From an optimization exercise on the open Yosys and OpenROAD flow, aimed at small area and a short achievable clock period; shortcuts taken in it are not production practice. Only simulation tests tie the RTL to the original design; equivalence was not proved. Power is estimated from default activity; no workload was simulated.

==> module data_mem_responder, before the edit <==
module data_mem_responder #(
    parameter int DEPTH   = 64,
    parameter int LATENCY = 2
) (
    input  logic        clk,
    input  logic        reset,
    input  logic        req_valid,
    input  logic        DataMemRW,
    input  logic [31:0] addr,
    input  logic [31:0] wdata,
    output logic        req_ready,
    output logic        resp_valid,
    output logic [31:0] rdata,
    output logic        err
);
    logic        ready_q, b1, b2, rv;
    logic        busy_q;
    logic        accept;
    logic [5:0]  idx_q;
    logic        ld_q, st_q, bad_q;
    logic [31:0] wd_q;
    logic [63:0] sel_q;
    logic [31:0] rdata_q;
    logic        err_q;
    logic [31:0] mem [64];
    logic        bad_in;
    assign bad_in = (addr[1:0] != 2'b00) || (addr[31:8] != 24'd0);
    assign accept = !busy_q && req_valid;
    logic        rd_go, wr_go;
    assign rd_go = b2 && ld_q;
    assign wr_go = b2 && st_q;
    logic [31:0] rd_word;
    always_comb begin
        rd_word = '0;
        for (int w = 0; w < 64; w++)
            rd_word = rd_word | (mem[w] & {32{sel_q[w]}});
    end
    always_ff @(posedge clk or negedge reset) begin
        if (!reset) begin
            ready_q <= 1'b1;
            busy_q  <= 1'b0;
            b1      <= 1'b0;
            b2      <= 1'b0;
            rv      <= 1'b0;
            rdata_q <= '0;
            err_q   <= 1'b0;
        end else begin
            ready_q <= !(accept || b1 || b2);
            busy_q  <= accept || b1 || b2;
            b1      <= accept;
            b2      <= b1;
            rv      <= b2;
            err_q   <= b2 && bad_q;
            rdata_q <= rd_go ? rd_word : 32'd0;
        end
    end
    always_ff @(posedge clk) begin
        if (!busy_q) begin
            idx_q <= addr[7:2];
            ld_q  <= !DataMemRW && !bad_in;
            st_q  <= DataMemRW && !bad_in;
            bad_q <= bad_in;
            wd_q  <= wdata;
        end
    end
    always_ff @(posedge clk) begin
        for (int w = 0; w < 64; w++)
            sel_q[w] <= (idx_q == w[5:0]);
    end
    always_ff @(posedge clk) begin
        for (int w = 0; w < 64; w++)
            if (wr_go && sel_q[w]) mem[w] <= wd_q;
    end
    assign req_ready  = ready_q;
    assign resp_valid = rv;
    assign rdata      = rdata_q;
    assign err        = err_q;
endmodule
Settings: LEC_CHECK=0, CAP_MARGIN=20, CORE_MARGIN=2, CORE_UTILIZATION=65, CTS_CLUSTER_DIAMETER=80, CTS_CLUSTER_SIZE=25, SETUP_SLACK_MARGIN=2.2, SLEW_MARGIN=20; clock period 4.5 ns.
run.sh (not shown) runs the stock make flow with config.mk's settings and CLKGATE_MAP_FILE= SYNTH_SCRIPT=/design/flow/synth_recipe.tcl, a recipe that flattens the netlist after the stock synthesis.
Change:
--- a/flow/design.v
+++ b/flow/design.v
@@ -13,27 +13,32 @@
     output logic [31:0] rdata,
     output logic        err
 );
-    logic        ready_q, b1, b2, rv;
-    logic        busy_q;
+    logic        ready_q, busy_q, b1, b2, rv;
     logic        accept;
     logic [5:0]  idx_q;
     logic        ld_q, st_q, bad_q;
     logic [31:0] wd_q;
     logic [63:0] sel_q;
+    logic [5:0]  cur_idx;
+    logic [31:0] rd_lo_q;
+    logic [31:0] rd_lo, rd_hi;
     logic [31:0] rdata_q;
     logic        err_q;
     logic [31:0] mem [64];
     logic        bad_in;
-    assign bad_in = (addr[1:0] != 2'b00) || (addr[31:8] != 24'd0);
-    assign accept = !busy_q && req_valid;
+    assign bad_in  = (addr[1:0] != 2'b00) || (addr[31:8] != 24'd0);
+    assign accept  = !busy_q && req_valid;
+    assign cur_idx = busy_q ? idx_q : addr[7:2];
     logic        rd_go, wr_go;
     assign rd_go = b2 && ld_q;
     assign wr_go = b2 && st_q;
-    logic [31:0] rd_word;
     always_comb begin
-        rd_word = '0;
-        for (int w = 0; w < 64; w++)
-            rd_word = rd_word | (mem[w] & {32{sel_q[w]}});
+        rd_lo = '0;
+        rd_hi = '0;
+        for (int w = 0; w < 32; w++) begin
+            rd_lo = rd_lo | (mem[w]      & {32{sel_q[w]}});
+            rd_hi = rd_hi | (mem[w + 32] & {32{sel_q[w + 32]}});
+        end
     end
     always_ff @(posedge clk or negedge reset) begin
         if (!reset) begin
@@ -51,7 +56,7 @@
             b2      <= b1;
             rv      <= b2;
             err_q   <= b2 && bad_q;
-            rdata_q <= rd_go ? rd_word : 32'd0;
+            rdata_q <= rd_go ? (rd_lo_q | rd_hi) : 32'd0;
         end
     end
     always_ff @(posedge clk) begin
@@ -65,7 +70,8 @@
     end
     always_ff @(posedge clk) begin
         for (int w = 0; w < 64; w++)
-            sel_q[w] <= (idx_q == w[5:0]);
+            sel_q[w] <= (cur_idx == w[5:0]);
+        rd_lo_q <= rd_lo;
     end
     always_ff @(posedge clk) begin
         for (int w = 0; w < 64; w++)
Power went up by 5.1%.
Sequential share of layout area went up by 1.3 points.
Cell area went down by 0.78%.
Combinational power went up by 22%.
Routed wire length went up by 16%.
Worst hold slack gets worse by 0.27 ns.

## re-timing with driven ports
The results above use ideal ports. As a check the final layouts listed here were re-extracted and re-timed, cells and wires unchanged.
Step 1 (the two cells are an assumption about what drives the block):
set clk [get_ports {clk}]
set_driving_cell -lib_cell sky130_fd_sc_hd__clkbuf_16 $clk
set_driving_cell -lib_cell sky130_fd_sc_hd__buf_2 [delete_from_list [all_inputs] $clk]
Step 2 times the ports against the registers' clock, not the clock port: input delays grow and output delays shrink by t, the midpoint of the rising clock arrivals with the driver on.
Three values: ideal, step 1, step 2; two values: the first two.
run | t, ns | setup slack, ns | latest minus earliest clock arrival (ns)
the first run | 0.811 | 2.132 / 2.100 / 2.132 | 0.035 / 0.034
the second run | 0.808 | 2.092 / 2.092 / 1.514 | 0.037 / 0.037
After both steps every run listed still meets setup and hold. For the second run, which loses most, drivers alone change the setup slack by 0.000 ns; drivers and shift together by -0.578 ns.
